Source: an optimization exercise on an open RTL-to-GDS flow (aim: a short achievable clock period and few clock cycles per item). Production flows keep margins and buffers that such runs may drop.
Where RTL was checked, it was by simulation tests only, not by an equivalence proof against the original.
Power is estimated from default activity; no workload was simulated.

==> module frame_fsm, before the edit <==
module frame_fsm #(
    parameter int NUM_CHAN = 4
) (
    input  logic  clk,
    input  logic  rst_n,
    input  logic  any_ready,
    input  logic [NUM_CHAN-1:0] pri_vec,
    input  chan_pkg::cnt_t [NUM_CHAN-1:0] counts_q,
    input  logic [NUM_CHAN-1:0] ones_q,
    input  chan_pkg::byte_t [NUM_CHAN-1:0] heads,
    input  frame_pkg::crc_t crc_value,
    input  logic  any_full_nxt,
    input  logic  tx_busy,
    output logic  [NUM_CHAN-1:0] granted_q,
    output logic  [NUM_CHAN-1:0] pop_vec,
    output logic  [NUM_CHAN-1:0] sent_vec,
    output logic  crc_clear,
    output logic  crc_en,
    output chan_pkg::byte_t head_g,
    output chan_pkg::byte_t tx_data,
    output logic  tx_strobe
);
    logic                       busy_q;      
    logic                       gjust;       
    logic                       due;
    logic [frame_pkg::NX_W-1:0] nx;
    logic [NUM_CHAN-1:0]        gsel;
    chan_pkg::byte_t            len_b;
    chan_pkg::byte_t            chan_b;
    chan_pkg::cnt_t             left;        
    logic                       last;        
    logic                       out_pay;     
    logic                       grant;
    logic                       strobe;
    logic                       busy_nxt;
    chan_pkg::byte_t            data_nxt;
    chan_pkg::cnt_t             len_g;
    logic                       one_g;
    chan_pkg::byte_t            chan_g;
    assign strobe    = due && !tx_busy;
    assign tx_strobe = strobe;
    assign grant     = !busy_q && any_ready;
    assign granted_q = gjust ? gsel : '0;
    assign pop_vec   = (strobe && nx[frame_pkg::NX_DATA]) ? gsel : '0;
    assign sent_vec  = (strobe && out_pay) ? gsel : '0;
    assign crc_clear = !busy_q;
    assign crc_en    = strobe && nx[frame_pkg::NX_DATA];
    always_comb begin
        head_g = '0;
        len_g  = '0;
        one_g  = 1'b0;
        chan_g = '0;
        for (int i = 0; i < NUM_CHAN; i++) begin
            head_g = head_g | ({8{gsel[i]}} & heads[i]);
            len_g  = len_g  | ({5{gsel[i]}} & counts_q[i]);
            one_g  = one_g  | (gsel[i] & ones_q[i]);
            chan_g = chan_g | ({8{gsel[i]}} & chan_pkg::byte_t'(i + 1));
        end
    end
    always_comb begin
        data_nxt = ({8{nx[frame_pkg::NX_HDR1]}}  & frame_pkg::HDR1)
                 | ({8{nx[frame_pkg::NX_HDR2]}}  & frame_pkg::HDR2)
                 | ({8{nx[frame_pkg::NX_HDR3]}}  & frame_pkg::HDR3)
                 | ({8{nx[frame_pkg::NX_LEN]}}   & len_b)
                 | ({8{nx[frame_pkg::NX_CHAN]}}  & chan_b)
                 | ({8{nx[frame_pkg::NX_DATA]}}  & head_g)
                 | ({8{nx[frame_pkg::NX_CRCLO]}} & crc_value[7:0])
                 | ({8{nx[frame_pkg::NX_CRCHI]}} & crc_value[15:8])
                 | ({8{nx[frame_pkg::NX_END]}}   & frame_pkg::END_BYTE)
                 | ({8{nx[frame_pkg::NX_DONE]}}  & frame_pkg::HDR0);
    end
    assign busy_nxt = grant || (busy_q && !(strobe && nx[frame_pkg::NX_DONE]));
    always_ff @(posedge clk) begin
        if (strobe) begin
            tx_data <= data_nxt;
        end else if (!busy_q) begin
            tx_data <= frame_pkg::HDR0;
        end
    end
    always_ff @(posedge clk or negedge rst_n) begin
        if (!rst_n) begin
            busy_q  <= 1'b0;
            gjust   <= 1'b0;
            due     <= 1'b0;
            nx      <= frame_pkg::NX_W'(1) << frame_pkg::NX_HDR1;
            out_pay <= 1'b0;
            gsel    <= '0;
            len_b   <= '0;
            chan_b  <= '0;
            left    <= '0;
            last    <= 1'b0;
        end else begin
            busy_q <= busy_nxt;
            due    <= busy_nxt || any_full_nxt;
            gjust  <= grant;
            if (grant) begin
                gsel <= pri_vec;
            end
            if (gjust) begin
                len_b  <= chan_pkg::byte_t'(len_g);
                chan_b <= chan_g;
                left   <= len_g;
                last   <= one_g;
            end
            if (strobe) begin
                out_pay <= nx[frame_pkg::NX_DATA];
                if (nx[frame_pkg::NX_DATA]) begin
                    left <= left - 1'b1;
                    last <= (left == chan_pkg::cnt_t'(2));
                    if (last) begin
                        nx <= frame_pkg::NX_W'(1) << frame_pkg::NX_CRCLO;
                    end
                end else if (nx[frame_pkg::NX_DONE]) begin
                    nx <= frame_pkg::NX_W'(1) << frame_pkg::NX_HDR1;
                end else begin
                    nx <= nx << 1;
                end
            end
        end
    end
endmodule
clock: 5.0 ns
lec_check: 0
abc_clock_period_in_ps: 2000
cap_margin: 20
core_margin: 2
core_utilization: 40
setup_slack_margin: 3.0
slew_margin: 20
run.sh (not shown) runs the stock make flow with config.mk's settings and CLKGATE_MAP_FILE= SYNTH_SCRIPT=/design/flow/synth_recipe.tcl, a recipe that flattens the netlist after the stock synthesis.
==> next run, changes <==
--- a/flow/design.v
+++ b/flow/design.v
@@ -238,25 +238,36 @@
     chan_pkg::byte_t            len_b;
     chan_pkg::byte_t            chan_b;
     chan_pkg::cnt_t             left;        
     logic                       last;        
     logic                       out_pay;     
+    logic                       due_o;       
+    chan_pkg::cnt_t             fleft;       
+    logic                       fleft_nz;
+    logic                       fetch;
+    logic                       take;
+    chan_pkg::byte_t            q0;          
+    chan_pkg::byte_t            q1;
+    logic                       q0_v;
+    logic                       q1_v;
     logic                       grant;
     logic                       strobe;
     logic                       busy_nxt;
     chan_pkg::byte_t            data_nxt;
     chan_pkg::cnt_t             len_g;
     logic                       one_g;
     chan_pkg::byte_t            chan_g;
     assign strobe    = due && !tx_busy;
-    assign tx_strobe = strobe;
+    assign tx_strobe = due_o && !tx_busy;
     assign grant     = !busy_q && any_ready;
     assign granted_q = gjust ? gsel : '0;
-    assign pop_vec   = (strobe && nx[frame_pkg::NX_DATA]) ? gsel : '0;
+    assign fetch     = fleft_nz && !(q0_v && q1_v);
+    assign take      = strobe && nx[frame_pkg::NX_DATA];
+    assign pop_vec   = fetch ? gsel : '0;
     assign sent_vec  = (strobe && out_pay) ? gsel : '0;
     assign crc_clear = !busy_q;
-    assign crc_en    = strobe && nx[frame_pkg::NX_DATA];
+    assign crc_en    = fetch;
     always_comb begin
         head_g = '0;
         len_g  = '0;
         one_g  = 1'b0;
         chan_g = '0;
@@ -271,44 +282,77 @@
         data_nxt = ({8{nx[frame_pkg::NX_HDR1]}}  & frame_pkg::HDR1)
                  | ({8{nx[frame_pkg::NX_HDR2]}}  & frame_pkg::HDR2)
                  | ({8{nx[frame_pkg::NX_HDR3]}}  & frame_pkg::HDR3)
                  | ({8{nx[frame_pkg::NX_LEN]}}   & len_b)
                  | ({8{nx[frame_pkg::NX_CHAN]}}  & chan_b)
-                 | ({8{nx[frame_pkg::NX_DATA]}}  & head_g)
+                 | ({8{nx[frame_pkg::NX_DATA]}}  & q0)
                  | ({8{nx[frame_pkg::NX_CRCLO]}} & crc_value[7:0])
                  | ({8{nx[frame_pkg::NX_CRCHI]}} & crc_value[15:8])
                  | ({8{nx[frame_pkg::NX_END]}}   & frame_pkg::END_BYTE)
                  | ({8{nx[frame_pkg::NX_DONE]}}  & frame_pkg::HDR0);
     end
     assign busy_nxt = grant || (busy_q && !(strobe && nx[frame_pkg::NX_DONE]));
-    always_ff @(posedge clk) begin
-        if (strobe) begin
+    always_ff @(posedge clk or negedge rst_n) begin
+        if (!rst_n) begin
+            tx_data <= '0;
+        end else if (strobe) begin
             tx_data <= data_nxt;
         end else if (!busy_q) begin
             tx_data <= frame_pkg::HDR0;
         end
     end
+    always_ff @(posedge clk) begin
+        if (take) begin
+            q0 <= q1_v ? q1 : head_g;
+        end else if (!q0_v) begin
+            q0 <= head_g;
+        end
+        if (fetch && q0_v) begin
+            q1 <= head_g;
+        end
+    end
     always_ff @(posedge clk or negedge rst_n) begin
         if (!rst_n) begin
             busy_q  <= 1'b0;
             gjust   <= 1'b0;
             due     <= 1'b0;
+            due_o   <= 1'b0;
+            fleft   <= '0;
+            fleft_nz <= 1'b0;
+            q0_v    <= 1'b0;
+            q1_v    <= 1'b0;
             nx      <= frame_pkg::NX_W'(1) << frame_pkg::NX_HDR1;
             out_pay <= 1'b0;
             gsel    <= '0;
             len_b   <= '0;
             chan_b  <= '0;
             left    <= '0;
             last    <= 1'b0;
         end else begin
             busy_q <= busy_nxt;
             due    <= busy_nxt || any_full_nxt;
+            due_o  <= any_full_nxt || grant ||
+                      (busy_q && !(strobe && nx[frame_pkg::NX_DONE] && busy_q));
+            if (take) begin
+                q0_v <= q1_v || fetch;
+                q1_v <= 1'b0;
+            end else begin
+                q0_v <= q0_v || fetch;
+                q1_v <= q1_v || (fetch && q0_v);
+            end
             gjust  <= grant;
             if (grant) begin
                 gsel <= pri_vec;
             end
             if (gjust) begin
+                fleft    <= len_g;
+                fleft_nz <= 1'b1;
+            end else if (fetch) begin
+                fleft    <= fleft - 1'b1;
+                fleft_nz <= (fleft != chan_pkg::cnt_t'(1));
+            end
+            if (gjust) begin
                 len_b  <= chan_pkg::byte_t'(len_g);
                 chan_b <= chan_g;
                 left   <= len_g;
                 last   <= one_g;
             end
Outcome:
- setup slack gains 0.15 ns
- critical path depth drops by 1
- clock-buffer cell count grows by 20
- register-to-register slack is better by 0.03 ns
- routed wire length fell by 3.9%
- combinational power went up by 13%
- fmax rose by 6.4%
- sequential cell count came out higher by 25
Testbench counts after the change, summed over its fixed seeds: cycles 153,438, bytes 17,682.
For the first run of this note, only the layout was checked, not whether the RTL still works.

-- re-timing with driven ports --
In the flow no input, the clock included, has a driving cell. The finished layouts below were timed again as built, in two steps.
Step 1 (the two cells are an assumption about what drives the block):
set clk [get_ports {clk}]
set_driving_cell -lib_cell sky130_fd_sc_hd__clkbuf_16 $clk
set_driving_cell -lib_cell sky130_fd_sc_hd__buf_2 [delete_from_list [all_inputs] $clk]
Step 2, shift: input delay + t, output delay - t, t = (earliest + latest rising clock arrival at the registers) / 2. This alone moves slack from input paths to output paths.
Three values: ideal, step 1, step 2; two values: the first two.
run	t, ns	setup WS [ns]	slew at the worst register clock pin (ns)
the first run	0.673	2.550 / 2.513 / 1.963	0.06 / 0.06
the second run	0.688	2.697 / 2.656 / 2.141	0.06 / 0.06
After both steps every run listed still meets setup and hold. For the first run, which loses most, drivers alone change the setup slack by -0.037 ns; drivers and shift together by -0.587 ns.
